From an optimization exercise on the open Yosys and OpenROAD flow, aimed at small area; shortcuts taken in it are not production practice. In this exercise RTL edits were held to simulation tests only and were not proved equivalent to the original. Power figures rest on the tool's default switching activity, not on a simulated workload.

==> flow/run.sh <==
#!/bin/bash
# The standard layout, with every port buffered by the smallest buffer instead of the one
# buffer_ports picks by default, and a clock tree of small clusters without dummy loads.
set -euo pipefail
C=sky130_fd_sc_hd__clkbuf_
export BUFFER_PORTS_ARGS="-buffer_cell sky130_fd_sc_hd__buf_1"
export PLACE_PINS_ARGS="-min_distance 1 -min_distance_in_tracks"
export CTS_ARGS="-sink_clustering_enable -repair_clock_nets -dont_use_dummy_load -buf_list ${C}4 -root_buf ${C}4 -tree_buf ${C}4 -sink_clustering_buffer ${C}4 -sink_clustering_size 8 -sink_clustering_max_diameter 50"
bash standard.sh > standard.log 2>&1
==> standard.sh <==
#!/bin/bash
# synth_recipe.tcl (not shown) runs the flow's synth.tcl, then flattens the netlist and writes it again
# the make line also repeats each setting of config.mk as NAME=value (left out here)
make -C /OpenROAD-flow-scripts/flow DESIGN_CONFIG=/design/flow/config.mk WORK_HOME=/design/flow/orfs CLKGATE_MAP_FILE= SYNTH_SCRIPT=/design/flow/synth_recipe.tcl "${@:-finish}"
==> config.mk <==
export PLATFORM = sky130hd
export DESIGN_NAME = sha256_msg_packer
export DESIGN_NICKNAME = sha256_msg_packer
export VERILOG_FILES = /design/flow/design.v
export SDC_FILE = /design/flow/constraint.sdc
export NUM_CORES = 4
export LEC_CHECK = 0
export CAP_MARGIN = 5
export CORE_AREA = 5 5 245 245
export DIE_AREA = 0 0 250 250
export SLEW_MARGIN = 5
export SYNTH_HIERARCHICAL = 1
export SYNTH_MINIMUM_KEEP_SIZE = 0
==> design.v <==
module sha256_msg_packer (
  input  logic         clk_i,
  input  logic         rst_ni,
  input  logic         in_valid_i,
  input  logic [7:0]   in_data_i,
  input  logic         in_last_i,
  output logic         in_ready_o,
  input  logic         start_empty_i,
  output logic         msg_valid_o,
  output logic [5:0]   byte_valid_o,
  output logic [439:0] msg_word_o,
  input  logic         hash_done_i,
  input  logic [255:0] fin_hash_i,
  output logic         digest_valid_o,
  output logic [255:0] digest_o,
  output logic         busy_o
);
  localparam int unsigned MaxBytes = 55;
  logic               in_ready_q;
  logic               busy_q;
  logic               msg_valid_q;
  logic               digest_valid_q;
  logic               last_q;
  logic               phase_q;
  logic [5:0]         cnt_q;
  logic [255:0]       digest_q;
  logic [7:0]         buf_q [MaxBytes];
  logic [7:0]         buf_d [MaxBytes];
  logic               accept;
  logic               close;
  logic               start_empty;
  logic               waiting;
  logic               cap;
  logic               keep;
  logic [MaxBytes-1:0] wr;
  logic [255:0]       digest_d;
  always_comb begin
    accept      = in_valid_i & in_ready_q;
    close       = accept & (in_last_i | (cnt_q == 6'(MaxBytes - 1)));
    start_empty = ~busy_q & start_empty_i & ~in_valid_i;
    waiting     = busy_q & ~in_ready_q & ~msg_valid_q & phase_q;
    cap         = waiting & hash_done_i;
    keep        = ~cap;
    for (int k = 0; k < MaxBytes; k++) wr[k] = accept & (cnt_q == 6'(k));
  end
  for (genvar k = 0; k < MaxBytes; k++) begin : g_byte
    for (genvar b = 0; b < 8; b++) begin : g_bit
      sha256_msg_packer_ao22 u_ao (
        .a1_i(wr[k]), .a2_i(in_data_i[b]), .b1_i(in_ready_q), .b2_i(buf_q[k][b]),
        .y_o(buf_d[k][b])
      );
    end
  end
  always_ff @(posedge clk_i) begin
    for (int k = 0; k < MaxBytes; k++) buf_q[k] <= buf_d[k];
  end
  for (genvar b = 0; b < 256; b++) begin : g_dig
    sha256_msg_packer_ao22 u_ao (
      .a1_i(cap), .a2_i(fin_hash_i[b]), .b1_i(keep), .b2_i(digest_q[b]), .y_o(digest_d[b])
    );
  end
  always_ff @(posedge clk_i or negedge rst_ni) begin
    if (!rst_ni) begin
      digest_q <= '0;
    end else begin
      digest_q <= digest_d;
    end
  end
  always_ff @(posedge clk_i or negedge rst_ni) begin
    if (!rst_ni) begin
      in_ready_q     <= 1'b0;
      busy_q         <= 1'b0;
      msg_valid_q    <= 1'b0;
      digest_valid_q <= 1'b0;
      last_q         <= 1'b0;
      phase_q        <= 1'b0;
      cnt_q          <= '0;
    end else begin
      msg_valid_q    <= 1'b0;
      digest_valid_q <= 1'b0;
      if (in_ready_q || !busy_q) begin
        in_ready_q <= 1'b1;
        if (accept) begin
          cnt_q  <= cnt_q + 6'd1;
          busy_q <= 1'b1;
          if (close) begin
            in_ready_q  <= 1'b0;
            msg_valid_q <= 1'b1;
            phase_q     <= 1'b0;
            last_q      <= in_last_i;
          end
        end else if (start_empty) begin
          in_ready_q <= 1'b0;
          busy_q     <= 1'b1;
          phase_q    <= 1'b0;
          last_q     <= 1'b1;
        end
      end else if (msg_valid_q) begin
        cnt_q <= '0;
      end else if (!phase_q) begin
        if (last_q) begin
          msg_valid_q <= 1'b1;
          phase_q     <= 1'b1;
        end else begin
          in_ready_q <= 1'b1;
        end
      end else if (hash_done_i) begin
        in_ready_q     <= 1'b1;
        busy_q         <= 1'b0;
        digest_valid_q <= 1'b1;
      end
    end
  end
  always_comb begin
    for (int k = 0; k < MaxBytes; k++) msg_word_o[439-8*k -: 8] = buf_q[k];
  end
  assign in_ready_o     = in_ready_q;
  assign msg_valid_o    = msg_valid_q;
  assign byte_valid_o   = cnt_q;
  assign digest_valid_o = digest_valid_q;
  assign digest_o       = digest_q;
  assign busy_o         = busy_q;
endmodule
module sha256_msg_packer_ao22 (
  input  logic a1_i,
  input  logic a2_i,
  input  logic b1_i,
  input  logic b2_i,
  output logic y_o
);
  assign y_o = (a1_i & a2_i) | (b1_i & b2_i);
endmodule
==> constraint.sdc <==
create_clock -name core_clock -period 5.0 [get_ports {clk_i}]
set_input_delay 1.0000 -clock core_clock [delete_from_list [all_inputs] [get_ports {clk_i}]]
set_output_delay 1.0000 -clock core_clock [all_outputs]
set_load 0.01 [all_outputs]
==> results_dict.tcl, run 1 <==
set metrics [dict create \
    drt-initial-drc-count 1938 \
    critPathArrivalTime_ns 2.19 \
    dieArea_um2 62500 \
    grt_usage_pct 27.2 \
    n_fill_cell 5346 \
    rsz0062_at_grt "no" \
    crit_type "reg2out" \
    cp.required_ns 4.00 \
    cts.sinks 708 \
    final_hold_viol_count 0 \
    whs_ns 0.288 \
    grt_pass1_wl_um 131000 \
    cts_buffers 99 \
    dr_total_vias 19400 \
    outcome "no timing/DRC/antenna violations" \
    ir_drop_mv 0.399 \
    drt-wirelength-per-cell_um 26.9 \
    place.gp.congestion 1.00 \
    cts_tree "yes" \
    yosys_warnings 10 \
    post_cts_resized 0 \
    path_max_fanout 79 \
    critPathMaxStageDelay_ns 0.94 \
    cap_violations 0 \
    vias_per_cell 5.68 \
    yosysUniqueCellTypes 35 \
    dr.pass1.iters 5 \
    nets 2903 \
    fin_tns_setup_ns 0 \
    slew_headroom_pct 15.3 \
    dr_wl_met2_um 38100 \
    syn_to_final_growth_pct 24.6 \
    floorplan.die.width_um 250 \
    wl_met3_um 14100 \
    synth_nets 1821 \
    drc 0 \
    min_period_ns 3.19 \
    ant_nets 0 \
    hold_buffers 0 \
    synthCells 1547 \
    worstMarginPinSlew_ns 1.27 \
    postLayoutCoreUtil_pct 48.6 \
    finalClockSkew_ns 0.0755 \
    power_density_nw_per_um2 518 \
    wl_met1_um 36000 \
    cts.clk_slew.worst_paths_ns 0.09 \
    postSynthAreaPerCell_um2 14.5 \
    synth_seq_cells 708 \
    drive_above_1_share_pct 5.56 \
    routed_wl_um 91600 \
    reg2reg_slack_ns 1.99 \
    fin_crit_sh_pct 63.8 \
    leakagePower_nw 11.5 \
    cts_buffer_depth 3 \
    antenna_found_initial 33 \
    crit_chain "buf_1" \
    path_buf_inv 1 \
    port_buffers 975 \
    start_kind "flip-flop" \
    coreArea_um2 57400 \
    end_kind "output pin" \
    max_freq_mhz 313 \
    grt_pass1_vias 18500 \
    rows 88 \
    top_layer "met5" \
    grt_start_max_net_pins 257 \
    critPathSlowestCell "dfrtp_4" \
    netlist_area_um2 22400 \
    hp-class "in2async" \
    io_pins 976 \
    start_util_pct 39.0 \
    ys_seq_area_share_pct 69.3 \
    grt.overflow.total 0 \
    clock_latency_ns 0.88 \
    cts_setup_buffers 0 \
    cts-htree-levels 3 \
    die_h_um 250 \
    finalSetupViolations 0 \
    dp_hpwl_um 64200 \
    path_delay_family "flip-flops" \
    root_buffer "clkbuf_4" \
    slew_viol_final 0 \
]
==> power breakdown <==
part / switching (mW) / total [mW] / internal (mW)
clock network: 1.84 / 2.75 / 0.905
logic: 2.85 / 4.24 / 1.40
registers: 0.730 / 7.47 / 6.74
==> metrics by stage <==
step | instances | total power, mW | instance area, um^2 | setup slack, ns
finish | 3407 | 14.5 | 27900 | 1.81
global route | 3395 | 15.2 | 27900 | 1.67
CTS | 3392 | 14.5 | 27900 | 1.69
detailed placement | 3293 | 11.8 | 27100 | 1.86
global placement | 3293 | 11.7 | 27100 | 1.95
floorplan | 1547 | 9.72 | 22400 | -8.52
==> layout make-up <==
type / instances / area (um^2) / share of cell area (%)
Tap cell: 765 / 957 / 3.43
Clock buffer: 99 / 743 / 2.66
Multi-Input combinational cell: 823 / 6780 / 24.3
Timing Repair Buffer: 991 / 3830 / 13.7
Inverter: 6 / 30.0 / 0.108
Antenna cell: 15 / 37.5 / 0.135
Sequential cell: 708 / 15500 / 55.6
==> cell usage after synthesis <==
cell | instances | area share, %
buf_4 | 1 | 0.034
a2bb2oi_1 | 1 | 0.039
a22o_1 | 696 | 27
nor2_2 | 14 | 0.39
dfrtp_1 | 268 | 30
buf_2 | 5 | 0.11
ha_1 | 4 | 0.22
o211ai_1 | 1 | 0.034
o31ai_1 | 1 | 0.034
nand2_1 | 20 | 0.34
buf_6 | 3 | 0.15
buf_12 | 1 | 0.089
nor3_1 | 2 | 0.045
or2_1 | 1 | 0.028
inv_1 | 6 | 0.10
nor4bb_1 | 1 | 0.045
nand2b_1 | 2 | 0.056
nor2_1 | 44 | 0.74
a21oi_1 | 3 | 0.067
o21ai_0 | 5 | 0.11
or3_1 | 2 | 0.056
nand4_1 | 3 | 0.084
and2_1 | 1 | 0.028
nor3b_1 | 1 | 0.034
a31oi_1 | 1 | 0.028
nand3_2 | 1 | 0.045
nand3b_1 | 2 | 0.067
o31a_2 | 1 | 0.045
dfxtp_1 | 440 | 39
a221o_1 | 1 | 0.045
or2_2 | 1 | 0.028
mux2i_1 | 2 | 0.089
nand3_1 | 9 | 0.20
nor2b_1 | 2 | 0.056
nand2_2 | 1 | 0.028
==> cells in the final DEF, fill, tap and decap left out, types with 3 or more instances in the layout <==
cell / n
buf_1: 966
a22o_1: 696
dfxtp_1: 440
dfrtp_1: 267
clkbuf_4: 100
nor2_1: 44
nand2_1: 20
diode_2: 15
nor2_2: 14
buf_4: 14
nand3_1: 9
clkbuf_2: 7
inv_1: 5
o21ai_0: 5
ha_1: 4
nand4_1: 3
a21oi_1: 3
buf_12: 3
==> flip-flops by register name (all words and copies together) (netlist names) <==
name	flops
buf_q	440
busy_q	1
cnt_q	6
digest_q	256
digest_valid_q	1
in_ready_q	1
last_q	1
msg_valid_q	1
phase_q	1
==> kinds of logic (layout without fill, tap and decap cells) <==
kind of cell | Yosys count | count (layout) | share of synthesized area (%)
compound gates | 710 | 710 | 27.6
fa+ha+maj | 4 | 4 | 0.224
buf+inv | 16 | 1096 | 0.486
flops | 708 | 708 | 69.3
mux | 2 | 2 | 0.0894
other cells | 0 | 15 | 0
simple gates | 107 | 107 | 2.26
==> worst paths after layout <==
path	start	end	cells after the start
setup / recovery	in_ready_q	in_ready_o	1
hold / removal	rst_ni	cnt_q[0]	1
setup reg to reg	in_ready_q	digest_q[115]	5
hold reg to reg	buf_q[30][4]	buf_q[30][4]	1
max in group asynchronous	rst_ni	digest_q[250]	2
min in group core_clock	fin_hash_i[60]	digest_q[60]	2
==> modules after synthesis (local to each module, per instance) <==
module | copies in the design | cells | area (um^2)
sha256_msg_packer | 1 | 851 | 16300
sha256_msg_packer_ao22 | 696 | 1 | 8.76
==> per-layer routing <==
metal / up-vias / track usage [%]
met5: - / 0
met4: 36 / 9.40
met3: 231 / 16.0
met2: 1239 / 38.5
met1: 9510 / 34.8
li1: 8346 / -
==> run 2, diff against run 1 <==
--- a/config.mk
+++ b/config.mk
@@ -6,8 +6,8 @@
 export NUM_CORES = 4
 export LEC_CHECK = 0
-export CAP_MARGIN = 5
+export CAP_MARGIN = 20
 export CORE_AREA = 5 5 245 245
 export DIE_AREA = 0 0 250 250
-export SLEW_MARGIN = 5
+export SLEW_MARGIN = 20
 export SYNTH_HIERARCHICAL = 1
 export SYNTH_MINIMUM_KEEP_SIZE = 0
==> run 2 against run 1 <==
  * Die area unchanged
  * Register-to-register slack about the same
  * Clock skew unchanged
  * Critical endpoint unchanged
==> results_dict.tcl, run 2 <==
set metrics [dict create \
    outcome "no timing/DRC/antenna violations" \
    ys_seq_area_share_pct 69.3 \
    finalClockSkew_ns 0.0755 \
    syn_to_final_growth_pct 24.6 \
    grt.overflow.total 0 \
    drt-wirelength-per-cell_um 26.9 \
    start_kind "flip-flop" \
    worstMarginPinSlew_ns 1.27 \
    netlist_area_um2 22400 \
    dr.pass1.iters 5 \
    rsz0062_at_grt "no" \
    final_hold_viol_count 0 \
    crit_type "reg2out" \
    hold_buffers 0 \
    grt_start_max_net_pins 257 \
    vias_per_cell 5.68 \
    synth.area.top_cells "dfxtp_1 (39%), dfrtp_1 (30%), a22o_1 (27%)" \
    regArea_um2 15500 \
    grt_pass1_wl_um 131000 \
    path_buf_inv 1 \
    critPathSlowestCell "dfrtp_4" \
    crit_chain "buf_1" \
    n_fill_cell 5346 \
    critPathArrivalTime_ns 2.19 \
    multi_input_comb_area_um2 6780 \
    grt_pass1_vias 18500 \
    end_kind "output pin" \
    finalSetupViolations 0 \
    routed_wl_um 91600 \
    cts-htree-levels 3 \
    root_buffer "clkbuf_4" \
    layout.cells.most_common_list "buf_1 (966), a22o_1 (696), dfxtp_1 (440)" \
    dpl-instance-area_um2 27100 \
    reg2reg_slack_ns 1.99 \
    cts.clk_slew.worst_paths_ns 0.09 \
    top_register "buf_q" \
    cts_tree "yes" \
    leakagePower_nw 11.5 \
    die_h_um 250 \
    synth_top_cell_by_area "dfxtp_1" \
    nets 2903 \
    dp_hpwl_um 64200 \
    port_buffers 975 \
    ant_nets 0 \
    start_util_pct 39.0 \
    path_max_fanout 79 \
    grt_usage_pct 27.2 \
    hp-class "in2async" \
    path_delay_family "flip-flops" \
    reg_top3 "buf_q: 440 flops, digest_q: 256 flops, cnt_q: 6 flops" \
    p_sw_mw 5.42 \
    fin_crit_sh_pct 63.8 \
    slew_viol_final 0 \
    cts.sinks 708 \
    synth_seq_cells 708 \
    io_pins 976 \
    min_period_ns 3.19 \
    drive_above_1_share_pct 5.56 \
    place.gp.congestion 1.00 \
    floorplan.die.width_um 250 \
    max_freq_mhz 313 \
    cp.required_ns 4.00 \
    p_seq_share_pct 51.6 \
    postSynthAreaPerCell_um2 14.5 \
    ir_drop_mv 0.399 \
    dp_slack_ns 1.86 \
    cts_setup_buffers 0 \
    slew_headroom_pct 15.3 \
    ys_top_cells_by_count "a22o_1 (696), dfxtp_1 (440), dfrtp_1 (268)" \
    yosysTopAreaCellShare_pct 39.3 \
    whs_ns 0.288 \
    post_cts_resized 0 \
    p_sw_share_pct 37.5 \
    dieArea_um2 62500 \
    synth_nets 1821 \
    yosysUniqueCellTypes 35 \
    cap_violations 0 \
    cts_buffers 99 \
    synth.most_common_cell "a22o_1" \
    drt-initial-drc-count 1938 \
    antenna_found_initial 33 \
    postLayoutCoreUtil_pct 48.6 \
    synth-edff-count 0 \
    coreArea_um2 57400 \
    drc 0 \
    largest_register_ffs 440 \
    p_comb_share_pct 29.4 \
    rows 88 \
    final_area_um2 27900 \
    cts_buffer_depth 3 \
    final_common_cell "buf_1" \
    clock_latency_ns 0.88 \
    async_reset_ff_share_pct 37.9 \
    synthCells 1547 \
    power_density_nw_per_um2 518 \
    critPathMaxStageDelay_ns 0.94 \
    p_int_mw 9.04 \
    power.share.clock_pct 19.0 \
    setup_ws_ns 1.81 \
    yosys_warnings 10 \
    dr_total_vias 19400 \
    synth-main-ff-cell "dfxtp_1" \
]
[run 2: cell counts after synthesis]
Identical to the previous run, type by type.
[run 2: cells by family after synthesis]
logic type | share of synthesized area (%)
adders and majority gates | 0.224
muxes | 0.0894
AOI/OAI and AO/OA | 27.6
and+or+nand+nor | 2.26
DFF | 69.3
buffers and inverters | 0.486
[run 2: metrics by stage]
step | cells | setup TNS (ns) | total power, mW
after floorplan | 1547 | -2181.81 | 9.72
after global placement | 3293 | 0 | 11.7
after detailed placement | 3293 | 0 | 11.8
after CTS | 3392 | 0 | 14.5
after global routing | 3395 | 0 | 15.2
final | 3407 | 0 | 14.5
[run 2: final timing paths]
check	from	to	cells after the start
max in group asynchronous	rst_ni	digest_q[250]	2
hold reg to reg	buf_q[30][4]	buf_q[30][4]	1
setup / recovery	in_ready_q	in_ready_o	1
min in group core_clock	fin_hash_i[60]	digest_q[60]	2
hold / removal	rst_ni	cnt_q[0]	1
setup reg to reg	in_ready_q	digest_q[115]	5
[run 2: power groups by stage]
stage	Combinational [mW]	Sequential [mW]	Clock, mW
finish	4.24	7.47	2.75
global placement	4.16	7.54	0
detailed placement	4.19	7.58	0
CTS	4.24	7.45	2.83
floorplan	1.46	8.26	0
global route	4.48	7.60	3.08
[run 2: routing by layer]
| metal | track usage (%) | vias to the layer above | share of wire, % |
|---|---|---|---|
| li1 | - | 8346 | - |
| met2 | 38.5 | 1239 | 42 |
| met5 | 0 | - | 0.28 |
| met4 | 9.40 | 36 | 3.5 |
| met3 | 16.0 | 231 | 15 |
| met1 | 34.8 | 9510 | 39 |
[run 2: final cells by class]
cell class / count / share of cell area, %
clock buffers: 99 / 2.66
diodes: 15 / 0.135
inverters: 6 / 0.108
flip-flops and latches: 708 / 55.6
repair buffers: 991 / 13.7
multi-input cells: 823 / 24.3
well taps: 765 / 3.43
[run 2: per-module statistics from Yosys, one instance, submodules excluded]
module / cells inside / flip-flops and latches / area (um^2)
sha256_msg_packer: 851 / 708 / 16300
sha256_msg_packer_ao22: 1 / 0 / 8.76
==> run 3, diff against run 2 <==
==> flow/run.sh (replaced) <==
#!/bin/bash
# The standard layout, with every port buffered by the smallest buffer instead of the one
# buffer_ports picks by default, and a clock tree of small clusters without dummy loads.
set -euo pipefail
C=sky130_fd_sc_hd__clkbuf_
export BUFFER_PORTS_ARGS="-buffer_cell sky130_fd_sc_hd__buf_1"
export PLACE_PINS_ARGS="-min_distance 1 -min_distance_in_tracks"
export CTS_ARGS="-sink_clustering_enable -repair_clock_nets -dont_use_dummy_load -buf_list ${C}4 -root_buf ${C}4 -tree_buf ${C}4 -sink_clustering_buffer ${C}4 -sink_clustering_size 9 -sink_clustering_max_diameter 70"
bash standard.sh > standard.log 2>&1
--- a/config.mk
+++ b/config.mk
@@ -9,4 +9,5 @@
 export CORE_AREA = 5 5 245 245
 export DIE_AREA = 0 0 250 250
+export GPL_TIMING_DRIVEN = 0
 export SLEW_MARGIN = 20
 export SYNTH_HIERARCHICAL = 1
==> run 3 against run 2 <==
  * Critical path depth is 2 higher
  * Utilization increased by 1.4 points
  * Sequential share of layout area down 1.5 points
  * Register-to-register slack lost 0.18 ns
  * First-iteration DRC count decreased by 10%
  * Worst hold slack worse by 0.14 ns
  * Via count about the same
  * Flip-flop and latch count stayed put
  * Sequential power shrank 2%
  * Setup slack got worse by 0.032 ns
  * Routed wire length shrank 1.4%
==> results_dict.tcl, run 3 <==
set metrics [dict create \
    setup_ws_ns 1.78 \
    nets 2931 \
    layout.cells.most_common_list "buf_1 (966), a22o_1 (696), dfxtp_1 (440)" \
    outcome "no timing/DRC/antenna violations" \
    place.gp.congestion 1.02 \
    grt.overflow.total 0 \
    antenna_found_initial 25 \
    final_common_cell "buf_1" \
    hold_buffers 0 \
    synth_top_family_by_area "compound AO/OA/AOI/OAI gates" \
    synth_nets 1821 \
    hp-class "in2async" \
    worstMarginPinSlew_ns 0.815 \
    port_buffers 975 \
    power_density_nw_per_um2 508 \
    synthCells 1547 \
    synthXorXnorAreaFrac_pct 0 \
    rsz0062_at_grt "no" \
    root_buffer "clkbuf_4" \
    ir_drop_mv 0.277 \
    start_util_pct 39.0 \
    netlist_area_um2 22400 \
    top_register "buf_q" \
    slew_headroom_pct 45.5 \
    slew_viol_final 0 \
    end_kind "output pin" \
    synth-compound-area-share_pct 27.6 \
    dp_slack_ns 1.74 \
    floorplan.die.width_um 250 \
    drive_above_1_share_pct 6.55 \
    synth.most_common_cell "a22o_1" \
    critPathArrivalTime_ns 2.22 \
    cts_buffers 88 \
    async_reset_ff_share_pct 37.9 \
    finalClockSkew_ns 0.0813 \
    dr.pass1.iters 7 \
    cts.sinks 708 \
    io_pins 976 \
    fin_cells 3435 \
    die_h_um 250 \
    dpl.cell_count 3332 \
    cts.clk_slew.worst_paths_ns 0.10 \
    fin_crit_sh_pct 64.5 \
    yosysUniqueCellTypes 35 \
    routed_wl_um 90300 \
    clock_latency_ns 0.84 \
    ant_nets 0 \
    grt_pass1_wl_um 130000 \
    synthMuxAreaShare_pct 0.0894 \
    dieArea_um2 62500 \
    rows 88 \
    synth-main-ff-cell "dfxtp_1" \
    final_area_um2 28700 \
    dp_hpwl_um 66600 \
    grt_pass1_vias 18700 \
    final_hold_viol_count 0 \
    ys_top_cells_by_count "a22o_1 (696), dfxtp_1 (440), dfrtp_1 (268)" \
    cts_tree "yes" \
    synth_top_cell_by_area "dfxtp_1" \
    yosysTopAreaCellShare_pct 39.3 \
    drt-wirelength-per-cell_um 26.3 \
    grt_usage_pct 26.9 \
    syn_to_final_growth_pct 28.2 \
    crit_type "reg2out" \
    cap_violations 0 \
    path_max_fanout 63 \
    cts_buffer_depth 3 \
    grt_start_max_net_pins 131 \
    post_cts_resized 0 \
    synth_seq_cells 708 \
    cts-htree-levels 3 \
    vias_per_cell 5.64 \
    n_fill_cell 5261 \
    synth-edff-count 0 \
    leakagePower_nw 11.9 \
    dpl-instance-area_um2 28000 \
    reg_top3 "buf_q: 440 flops, digest_q: 256 flops, cnt_q: 6 flops" \
    whs_ns 0.144 \
    dr_total_vias 19400 \
    start_kind "flip-flop" \
    max_freq_mhz 310 \
    finalSetupViolations 0 \
    postSynthAreaPerCell_um2 14.5 \
    synth_adder_area_share_pct 0.224 \
    drt-initial-drc-count 1738 \
    min_period_ns 3.22 \
    largest_register_ffs 440 \
    cp.required_ns 4.00 \
    synthSimpleGateAreaFrac_pct 2.26 \
    cts_setup_buffers 0 \
    synth.area.top_cells "dfxtp_1 (39%), dfrtp_1 (30%), a22o_1 (27%)" \
    drc 0 \
    coreArea_um2 57400 \
    yosys_warnings 10 \
    ys_seq_area_share_pct 69.3 \
]
## run 3: metal layers
metal | vias up | global-route usage [%] | wire length, um
met2 | 1196 | 38.6 | 37700
met1 | 9542 | 34.1 | 35500
li1 | 8407 | - | -
met3 | 200 | 14.3 | 13200
met5 | - | 0 | 155
met4 | 24 | 11.1 | 3720
## run 3: Yosys stat by module (local to each module, per instance)
module | cells | flops+latches | area, um^2
sha256_msg_packer_ao22 | 1 | 0 | 8.76
sha256_msg_packer | 851 | 708 | 16300
## run 3: kinds of logic (layout without fill, tap and decap cells)
group,Yosys count,after routing
compound gates,710,710
fa+ha+maj,4,4
buf+inv,16,1124
flops,708,708
mux,2,2
other cells,0,15
simple gates,107,107
## run 3: area by class of cell
cell class	count	area, um^2	area share, %
Antenna cell	15	37.5	0.131
Buffer	10	86.3	0.301
Clock buffer	88	661	2.30
Inverter	6	30.0	0.105
Multi-Input combinational cell	823	6780	23.6
Sequential cell	708	15500	54.1
Tap cell	765	957	3.33
Timing Repair Buffer	1020	4630	16.1
## run 3: worst paths after layout
kind / from / endpoint / slack [ns] / depth (start not counted)
min in group core_clock: fin_hash_i[218] / digest_q[218] / 0.38 / 2
min: rst_ni / cnt_q[1] / 0.14 / 1
min reg2reg: buf_q[17][7] / buf_q[17][7] / 0.47 / 1
max: in_ready_q / in_ready_o / 1.78 / 3
max in group asynchronous: rst_ni / digest_q[181] / 3.54 / 5
max reg2reg: in_ready_q / digest_q[115] / 1.81 / 9
## run 3: through the flow
stage	TNS, ns	total power [mW]	util, %
2_1_floorplan	-2181.81	9.72	-
3_3_place_gp	-7170.74	11.7	47.1
3_5_place_dp	0	12.0	48.8
4_1_cts	0	14.7	50.0
5_1_grt	0	15.3	50.0
6_report	0	14.6	50.0
## run 3: where the power goes
part | internal (mW) | switching (mW) | leakage (nW) | total, mW
Clock | 0.809 | 1.79 | 0.405 | 2.60
Sequential | 6.74 | 0.618 | 6.91 | 7.35
Combinational | 1.64 | 2.99 | 4.53 | 4.63
Total | 9.19 | 5.40 | 11.9 | 14.6
## run 3: critical path, stage by stage (launching register included)
cell     delay, ns
dfrtp_4       0.60
buf_16        0.28
buf_12        0.30
buf_1         0.19
==> run 4, diff against run 3 <==
--- a/config.mk
+++ b/config.mk
@@ -9,5 +9,5 @@
 export CORE_AREA = 5 5 245 245
 export DIE_AREA = 0 0 250 250
-export GPL_TIMING_DRIVEN = 0
+export PLACE_DENSITY = 0.45
 export SLEW_MARGIN = 20
 export SYNTH_HIERARCHICAL = 1
==> run 4 against run 3 <==
  * Die area unchanged
  * Synthesized cell count did not move
  * Global-route usage grew 1.5 points
  * Clock-buffer cell count is the same
  * Area after synthesis unchanged
  * Flip-flop and latch count unchanged
  * Clock skew decreased by 0.045 ns
  * Critical endpoint unchanged
  * Largest power group unchanged
==> results_dict.tcl, run 4 <==
set metrics [dict create \
    worstRegToRegCells 5 \
    synthSimpleGateAreaFrac_pct 2.26 \
    max_freq_mhz 332 \
    synth_adder_area_share_pct 0.224 \
    synth.area.top_cells "dfxtp_1 (39%), dfrtp_1 (30%), a22o_1 (27%)" \
    path_max_fanout 67 \
    power_density_nw_per_um2 515 \
    fin_cells 3402 \
    worst-path-stages 1 \
    ys_seq_area_share_pct 69.3 \
    dieArea_um2 62500 \
    critPathMaxStageDelay_ns 0.94 \
    synthMuxAreaShare_pct 0.0894 \
    io_pins 976 \
    hold_buffers 0 \
    cts_tree "yes" \
    grt_pass1_wl_um 134000 \
    fin_crit_sh_pct 60.3 \
    cts.clk_slew.worst_paths_ns 0.10 \
    start_util_pct 39.0 \
    final_hold_viol_count 0 \
    synthXorXnorAreaFrac_pct 0 \
    synth_seq_cells 708 \
    vias_per_cell 5.58 \
    grt_pass1_vias 18300 \
    path_delay_family "flip-flops" \
    dpl.cell_count 3298 \
    syn_to_final_growth_pct 24.5 \
    crit_chain "buf_1" \
    die_h_um 250 \
    cts_buffer_depth 3 \
    post_cts_resized 0 \
    synth_nets 1821 \
    coreArea_um2 57400 \
    rows 88 \
    finalClockSkew_ns 0.0358 \
    top_register "buf_q" \
    netlist_area_um2 22400 \
    cts_buffers 88 \
    drt-wirelength-per-cell_um 27.9 \
    worstMarginPinSlew_ns 1.06 \
    synth_top_family_by_area "compound AO/OA/AOI/OAI gates" \
    root_buffer "clkbuf_4" \
    cap_violations 0 \
    largest_register_ffs 440 \
    cts.sinks 708 \
    place.gp.congestion 1.01 \
    synth.most_common_cell "a22o_1" \
    hp-class "in2async" \
    cts-htree-levels 3 \
    floorplan.die.width_um 250 \
    drive_above_1_share_pct 5.34 \
    dp_slack_ns 1.85 \
    slew_headroom_pct 29.4 \
    finalSetupViolations 0 \
    ys_top_cells_by_count "a22o_1 (696), dfxtp_1 (440), dfrtp_1 (268)" \
    synth-compound-area-share_pct 27.6 \
    postLayoutCoreUtil_pct 48.6 \
    synth_top_cell_by_area "dfxtp_1" \
    ant_nets 0 \
    crit_end "in_ready_o" \
    leakagePower_nw 11.5 \
    layout.cells.most_common_list "buf_1 (966), a22o_1 (696), dfxtp_1 (440)" \
    r2r-end "digest_q[149]" \
    synth-main-ff-cell "dfxtp_1" \
    cp-startpoint "in_ready_q" \
    yosysUniqueCellTypes 35 \
    min_period_ns 3.01 \
    synth-edff-count 0 \
    path_buf_inv 1 \
    critPathArrivalTime_ns 2.01 \
    routed_wl_um 95000 \
    reg_top3 "buf_q: 440 flops, digest_q: 256 flops, cnt_q: 6 flops" \
    critPathSlowestCell "dfrtp_4" \
    postSynthAreaPerCell_um2 14.5 \
    nets 2897 \
    crit_type "reg2out" \
    p_total_mw 14.3 \
    end_kind "output pin" \
    antenna_found_initial 26 \
    yosys_warnings 10 \
    async_reset_ff_share_pct 37.9 \
    reg2reg_slack_ns 2.03 \
    grt.overflow.total 0 \
    dr_total_vias 19000 \
    drt-initial-drc-count 1605 \
    ir_drop_mv 0.959 \
    dr.pass1.iters 5 \
    setup_ws_ns 1.99 \
    rr_startpoint "in_ready_q" \
    drc 0 \
    dp_hpwl_um 67200 \
    grt_usage_pct 28.4 \
    slew_viol_final 0 \
    synthCells 1547 \
    cp.required_ns 4.00 \
    fin_tns_setup_ns 0 \
    start_kind "flip-flop" \
    outcome "no timing/DRC/antenna violations" \
    cts_setup_buffers 0 \
    clock_latency_ns 0.86 \
    n_fill_cell 5479 \
    grt_start_max_net_pins 179 \
    final_common_cell "buf_1" \
    port_buffers 975 \
    yosysTopAreaCellShare_pct 39.3 \
    rsz0062_at_grt "no" \
]
-- run 4: cell counts after synthesis --
No cell type changed its count.
-- run 4: per-module statistics from Yosys (local to each module, per instance) --
module	flops+latches	cells inside
sha256_msg_packer_ao22	0	1
sha256_msg_packer	708	851
-- run 4: cell type report --
class                           count  area, um^2  area share, %
Tap cell                          765         957           3.43
Multi-Input combinational cell    823        6780           24.3
Antenna cell                       16        40.0          0.144
Timing Repair Buffer              996        3880           13.9
Clock buffer                       88         661           2.37
Sequential cell                   708       15500           55.7
Inverter                            6        27.5         0.0988
-- run 4: per-stage QoR --
stage / cell area [um^2] / hold WS [ns]
final: 27900 / 0.269
after CTS: 27800 / 0.267
after global placement: 27200 / 0.451
after global routing: 27800 / 0.271
after floorplan: 22400 / 0.481
after detailed placement: 27200 / 0.451
-- run 4: layer usage --
metal  routed length [um]  up-vias  track usage (%)
li1                     -     8329                -
met1                37500     9356             35.4
met2                40200     1054             40.8
met3                12500      213             15.1
met4                 4600       38             12.5
met5                  269        -            0.772
-- run 4: kinds of logic after synthesis --
logic type / count (synthesis)
and+or+nand+nor: 107
adders and majority gates: 4
muxes: 2
AOI/OAI and AO/OA: 710
DFF: 708
buffers and inverters: 16
-- run 4: worst min-delay path by stage --
stage,slack (ns),depth (start not counted),end
2_1_floorplan,0.48,2,last_q
3_3_place_gp,0.45,1,buf_q[26][2]
3_5_place_dp,0.45,1,buf_q[13][4]
4_1_cts,0.27,2,digest_q[163]
5_1_grt,0.27,1,digest_q[190]
6_report,0.27,1,digest_q[219]
-- run 4: power by group --
| part | internal (mW) | switching, mW |
|---|---|---|
| registers | 6.73 | 0.697 |
| clock network | 0.809 | 1.82 |
| logic | 1.41 | 2.88 |
| total | 8.95 | 5.40 |
==> run 5, diff against run 4 <==
--- a/config.mk
+++ b/config.mk
@@ -9,5 +9,4 @@
 export CORE_AREA = 5 5 245 245
 export DIE_AREA = 0 0 250 250
-export PLACE_DENSITY = 0.45
 export SLEW_MARGIN = 20
 export SYNTH_HIERARCHICAL = 1
==> run 5 against run 4 <==
  * Utilization decreased by 0.079 points
  * Combinational power decreased by 0.9%
  * Total power decreased by 0.32%
  * Global-route usage decreased by 1.3 points
  * Routed wire length decreased by 4.1%
  * Clock power decreased by 2%
  * Sequential share of layout area increased by 0.090 points
  * Critical path depth unchanged
  * Still clean
  * Register-to-register slack got worse by 0.03 ns
  * Highest routed layer unchanged
==> results_dict.tcl, run 5 <==
set metrics [dict create \
    outcome "no timing/DRC/antenna violations" \
    grt.overflow.total 0 \
    synth.most_common_cell "a22o_1" \
    fin_cells 3397 \
    hp-class "in2async" \
    cts.clk_slew.worst_paths_ns 0.10 \
    worstMarginPinSlew_ns 1.36 \
    synth-edff-count 0 \
    power_density_nw_per_um2 514 \
    layout.cells.most_common_list "buf_1 (966), a22o_1 (696), dfxtp_1 (440)" \
    synth_top_cell_by_area "dfxtp_1" \
    crit_type "reg2out" \
    critPathSlowestCell "dfrtp_4" \
    drive_above_1_share_pct 5.16 \
    die_h_um 250 \
    yosysTopAreaCellShare_pct 39.3 \
    syn_to_final_growth_pct 24.3 \
    dr_total_vias 19300 \
    cts-htree-levels 3 \
    netlist_area_um2 22400 \
    ant_nets 0 \
    async_reset_ff_share_pct 37.9 \
    slew_headroom_pct 9.31 \
    p_total_mw 14.3 \
    clock_latency_ns 0.83 \
    finalSetupViolations 0 \
    grt_usage_pct 27.1 \
    nets 2892 \
    power.share.clock_pct 18.1 \
    p_int_mw 8.94 \
    start_util_pct 39.0 \
    cts.sinks 708 \
    drc 0 \
    place.gp.congestion 1.00 \
    drt-initial-drc-count 1863 \
    ys_top_cells_by_count "a22o_1 (696), dfxtp_1 (440), dfrtp_1 (268)" \
    yosys_warnings 10 \
    antenna_found_initial 31 \
    grt_start_max_net_pins 257 \
    fin_tns_setup_ns 0 \
    p_seq_share_pct 52.2 \
    synth-main-ff-cell "dfxtp_1" \
    p_sw_share_pct 37.5 \
    rsz0062_at_grt "no" \
    path_delay_family "flip-flops" \
    dieArea_um2 62500 \
    yosysUniqueCellTypes 35 \
    finalClockSkew_ns 0.0670 \
    dpl-instance-area_um2 27100 \
    final_common_cell "buf_1" \
    end_kind "output pin" \
    ys_seq_area_share_pct 69.3 \
    p_comb_share_pct 29.7 \
    synthCells 1547 \
    cp.required_ns 4.00 \
    cts_setup_buffers 0 \
    final_area_um2 27800 \
    largest_register_ffs 440 \
    cts_tree "yes" \
    crit_chain "buf_1" \
    critPathArrivalTime_ns 2.20 \
    rows 88 \
    drt-wirelength-per-cell_um 26.8 \
    setup_ws_ns 1.80 \
    path_max_fanout 79 \
    final_hold_viol_count 0 \
    routed_wl_um 91200 \
    ir_drop_mv 0.398 \
    critPathMaxStageDelay_ns 0.95 \
    io_pins 976 \
    slew_viol_final 0 \
    start_kind "flip-flop" \
    synth_nets 1821 \
    hold_buffers 0 \
    path_buf_inv 1 \
    coreArea_um2 57400 \
    leakagePower_nw 11.4 \
    grt_pass1_wl_um 130000 \
    min_period_ns 3.20 \
    dp_slack_ns 1.86 \
    dr.pass1.iters 5 \
    root_buffer "clkbuf_4" \
    dpl.cell_count 3293 \
    postSynthAreaPerCell_um2 14.5 \
    p_sw_mw 5.36 \
    grt_pass1_vias 18500 \
    synth.area.top_cells "dfxtp_1 (39%), dfrtp_1 (30%), a22o_1 (27%)" \
    cts_buffers 88 \
    port_buffers 975 \
    floorplan.die.width_um 250 \
    cap_violations 0 \
    cts_buffer_depth 3 \
    max_freq_mhz 312 \
    fin_crit_sh_pct 64.0 \
    vias_per_cell 5.70 \
    post_cts_resized 0 \
    top_register "buf_q" \
    reg_top3 "buf_q: 440 flops, digest_q: 256 flops, cnt_q: 6 flops" \
    synth_seq_cells 708 \
    dp_hpwl_um 64200 \
]
==> run 5: cells by family after synthesis <==
group | synth area share [%]
DFF | 69.3
buffers and inverters | 0.486
AOI/OAI and AO/OA | 27.6
muxes | 0.0894
adders and majority gates | 0.224
and+or+nand+nor | 2.26
==> run 5: power by group through the flow <==
stage / registers [mW] / logic (mW) / clock network, mW
detailed placement: 7.58 / 4.19 / 0
floorplan: 8.26 / 1.46 / 0
global placement: 7.54 / 4.16 / 0
CTS: 7.45 / 4.23 / 2.70
finish: 7.47 / 4.25 / 2.59
global route: 7.59 / 4.48 / 2.93
==> run 5: layout make-up <==
type	instances	area (um^2)
Sequential cell	708	15500
Clock buffer	88	661
Tap cell	765	957
Multi-Input combinational cell	823	6780
Antenna cell	16	40.0
Inverter	6	30.0
Fill cell	5340	29500
Timing Repair Buffer	991	3830
==> run 5: routing by layer <==
layer | GRT usage [%] | vias to the layer above | share of wire [%]
met2 | 38.3 | 1241 | 42
met4 | 9.64 | 34 | 3.4
li1 | - | 8318 | -
met5 | 0 | - | 0.26
met3 | 15.6 | 202 | 15
met1 | 34.8 | 9553 | 40
==> run 5: path summary, 6_finish.rpt <==
path | end | from | slack [ns] | cells past startpoint
max in group asynchronous | digest_q[18] | rst_ni | 3.50 | 2
hold reg to reg | buf_q[40][2] | buf_q[40][2] | 0.47 | 1
min in group core_clock | digest_q[161] | fin_hash_i[161] | 0.37 | 2
setup reg to reg | digest_q[115] | in_ready_q | 2.00 | 5
setup / recovery | in_ready_o | in_ready_q | 1.80 | 1
hold / removal | cnt_q[0] | rst_ni | 0.29 | 1
==> run 5: per-stage QoR <==
stage	util (%)	hold WS, ns
after detailed placement	47.3	0.451
after global routing	48.4	0.261
after global placement	47.3	0.451
after floorplan	-	0.481
final	48.5	0.288
after CTS	48.4	0.193
==> run 5: per-module statistics from Yosys (local to each module, per instance) <==
module | flops+latches | area, um^2 | copies in the design | cells
sha256_msg_packer | 708 | 16300 | 1 | 851
sha256_msg_packer_ao22 | 0 | 8.76 | 696 | 1
==> run 6, diff against run 5 <==
--- a/config.mk
+++ b/config.mk
@@ -7,6 +7,6 @@
 export LEC_CHECK = 0
 export CAP_MARGIN = 20
-export CORE_AREA = 5 5 245 245
-export DIE_AREA = 0 0 250 250
+export CORE_AREA = 5 5 215 215
+export DIE_AREA = 0 0 220 220
 export SLEW_MARGIN = 20
 export SYNTH_HIERARCHICAL = 1
==> run 6 against run 5 <==
  * Still clean
  * Flip-flop and latch count unchanged
  * Setup slack gained 0.38 ns
  * Combinational power about the same
  * Sequential power fell by 1%
  * Area after synthesis stayed put
  * Register-to-register slack improved by 0.34 ns
  * Die area decreased by 23%
  * Worst hold slack lost 0.091 ns
  * Fmax grew 13%
  * Cell area down 0.64%
==> results_dict.tcl, run 6 <==
set metrics [dict create \
    grt_start_max_net_pins 257 \
    crit_type "reg2out" \
    outcome "no timing/DRC/antenna violations" \
    grt_pass1_wl_um 123000 \
    fin_tns_setup_ns 0 \
    synth.most_common_cell "a22o_1" \
    place.gp.congestion 0.974 \
    async_reset_ff_share_pct 37.9 \
    synth_top_cell_by_area "dfxtp_1" \
    slew_headroom_pct 18.6 \
    synth-edff-count 0 \
    dr.pass1.iters 5 \
    clock_latency_ns 0.79 \
    reg_top3 "buf_q: 440 flops, digest_q: 256 flops, cnt_q: 6 flops" \
    cts.sinks 708 \
    worstMarginPinSlew_ns 1.22 \
    crit_chain "buf_1" \
    grt_usage_pct 33.5 \
    ir_drop_mv 0.635 \
    critPathMaxStageDelay_ns 0.68 \
    dpl-instance-area_um2 26900 \
    synthSimpleGateAreaFrac_pct 2.26 \
    drive_above_1_share_pct 5.31 \
    largest_register_ffs 440 \
    synth_nets 1821 \
    floorplan.die.width_um 220 \
    netlist_area_um2 22400 \
    finalSetupViolations 0 \
    slew_viol_final 0 \
    start_util_pct 51.0 \
    dp_hpwl_um 61200 \
    top_register "buf_q" \
    grt.overflow.total 0 \
    cts_buffer_depth 3 \
    power_density_nw_per_um2 513 \
    final_area_um2 27600 \
    synth-main-ff-cell "dfxtp_1" \
    cts_tree "yes" \
    worstRegToRegCells 4 \
    yosysTopAreaCellShare_pct 39.3 \
    vias_per_cell 6.00 \
    io_pins 976 \
    worst-path-stages 1 \
    syn_to_final_growth_pct 23.5 \
    layout.cells.most_common_list "buf_1 (966), a22o_1 (696), dfxtp_1 (440)" \
    min_period_ns 2.83 \
    synthMuxAreaShare_pct 0.0894 \
    ys_top_cells_by_count "a22o_1 (696), dfxtp_1 (440), dfrtp_1 (268)" \
    finalClockSkew_ns 0.0472 \
    dieArea_um2 48400 \
    cts_setup_buffers 0 \
    hp-class "in2async" \
    ys_seq_area_share_pct 69.3 \
    critPathArrivalTime_ns 1.83 \
    dr_total_vias 19300 \
    synth_adder_area_share_pct 0.224 \
    rsz0062_at_grt "no" \
    post_cts_resized 0 \
    antenna_found_initial 16 \
    ant_nets 0 \
    fin_crit_sh_pct 56.5 \
    die_h_um 220 \
    root_buffer "clkbuf_4" \
    hold_buffers 0 \
    synth.area.top_cells "dfxtp_1 (39%), dfrtp_1 (30%), a22o_1 (27%)" \
    drt-initial-drc-count 1858 \
    yosysUniqueCellTypes 35 \
    postLayoutCoreUtil_pct 62.9 \
    routed_wl_um 87500 \
    synthXorXnorAreaFrac_pct 0 \
    rows 77 \
    final_hold_viol_count 0 \
    end_kind "output pin" \
    synth_seq_cells 708 \
    rr_startpoint "in_ready_q" \
    start_kind "flip-flop" \
    grt_pass1_vias 18400 \
    critPathSlowestCell "dfrtp_4" \
    nets 2895 \
    port_buffers 975 \
    synth-compound-area-share_pct 27.6 \
    drt-wirelength-per-cell_um 27.1 \
    cap_violations 0 \
    cts_buffers 88 \
    yosys_warnings 10 \
    cts-htree-levels 3 \
    path_buf_inv 1 \
    final_common_cell "buf_1" \
    max_freq_mhz 354 \
    synthCells 1547 \
    postSynthAreaPerCell_um2 14.5 \
    leakagePower_nw 11.5 \
    path_max_fanout 32 \
    drc 0 \
    r2r-end "buf_q[31][5]" \
    coreArea_um2 43900 \
    path_delay_family "flip-flops" \
    cp.required_ns 4.00 \
    cts.clk_slew.worst_paths_ns 0.10 \
    synth_top_family_by_area "compound AO/OA/AOI/OAI gates" \
    reg2reg_slack_ns 2.34 \
]
-- run 6: where the power goes --
part / switching [mW] / leakage [nW] / internal (mW)
logic: 2.81 / 4.15 / 1.41
clock network: 1.77 / 0.405 / 0.810
registers: 0.659 / 6.91 / 6.73
total: 5.24 / 11.5 / 8.95
-- run 6: how the worst max path moves through the flow --
stage | from | end | slack, ns
global route | in_ready_q | in_ready_o | 2.08
detailed placement | in_valid_i | buf_q[31][7] | 1.84
floorplan | in_ready_q | digest_q[0] | -8.52
global placement | in_valid_i | buf_q[31][2] | 1.85
CTS | in_ready_q | in_ready_o | 2.06
finish | in_ready_q | in_ready_o | 2.17
-- run 6: metal layers --
metal / GRT usage (%) / share of wire, % / up-vias
met5: 0 / 0.079 / -
met4: 29.4 / 9.8 / 10
met3: 13.7 / 12 / 358
met2: 47.0 / 42 / 1250
met1: 39.5 / 36 / 9402
li1: - / - / 8319
-- run 6: final cells by class --
class                           instances  area, um^2
Sequential cell                       708       15500
Multi-Input combinational cell        823        6780
Tap cell                              592         741
Fill cell                            3745       16300
Clock buffer                           88         661
Timing Repair Buffer                  994        3880
Inverter                                6        27.5
Antenna cell                           14        35.0
-- run 6: Yosys stat by module (local to each module, per instance) --
module / times used / area [um^2]
sha256_msg_packer: 1 / 16300
sha256_msg_packer_ao22: 696 / 8.76
-- run 6: cells by family after synthesis --
logic type                 Yosys count
AOI/OAI and AO/OA                  710
DFF                                708
and+or+nand+nor                    107
buffers and inverters               16
adders and majority gates            4
muxes                                2
-- run 6: per-stage QoR --
stage / instances / worst slack [ns] / hold WS (ns) / power (mW)
after global routing: 3222 / 2.08 / 0.149 / 14.9
after detailed placement: 3123 / 1.84 / 0.451 / 11.6
after global placement: 3123 / 1.85 / 0.451 / 11.6
final: 3225 / 2.17 / 0.196 / 14.2
after CTS: 3211 / 2.06 / 0.113 / 14.2
after floorplan: 1547 / -8.52 / 0.481 / 9.72

-- what the ideal ports hide --
No port has a modelled driver above. Below, the same layouts with a new extraction and two added sets of constraints.
Step 1 assumes that a clkbuf_16 drives the clock port and a buf_2 every other input.
Step 2 adds t to the input delays and takes it off the output delays; t is the mean of the earliest and latest rising clock arrival at the registers after step 1. Input paths then give back, and output paths get back, about the clock's delay inside the block.
Slacks: ideal ports / drivers / drivers and shift; pairs: ideal ports / drivers.
| run | t, ns | setup slack, ns | slew at the worst register clock pin (ns) |
|---|---|---|---|
| run 1 | 0.877 | 1.809 / 1.758 / 1.786 | 0.10 / 0.10 |
| run 2 | 0.877 | 1.809 / 1.758 / 1.786 | 0.10 / 0.10 |
| run 3 | 0.857 | 1.777 / 1.724 / 1.646 | 0.11 / 0.11 |
| run 4 | 0.894 | 1.987 / 1.932 / 1.771 | 0.12 / 0.12 |
| run 5 | 0.855 | 1.798 / 1.746 / 1.806 | 0.11 / 0.11 |
| run 6 | 0.821 | 2.174 / 2.120 / 1.748 | 0.11 / 0.11 |
After both steps setup and hold are still met in every run listed. For run 6, which loses most, drivers alone change the setup slack by -0.054 ns; drivers and shift together by -0.426 ns.
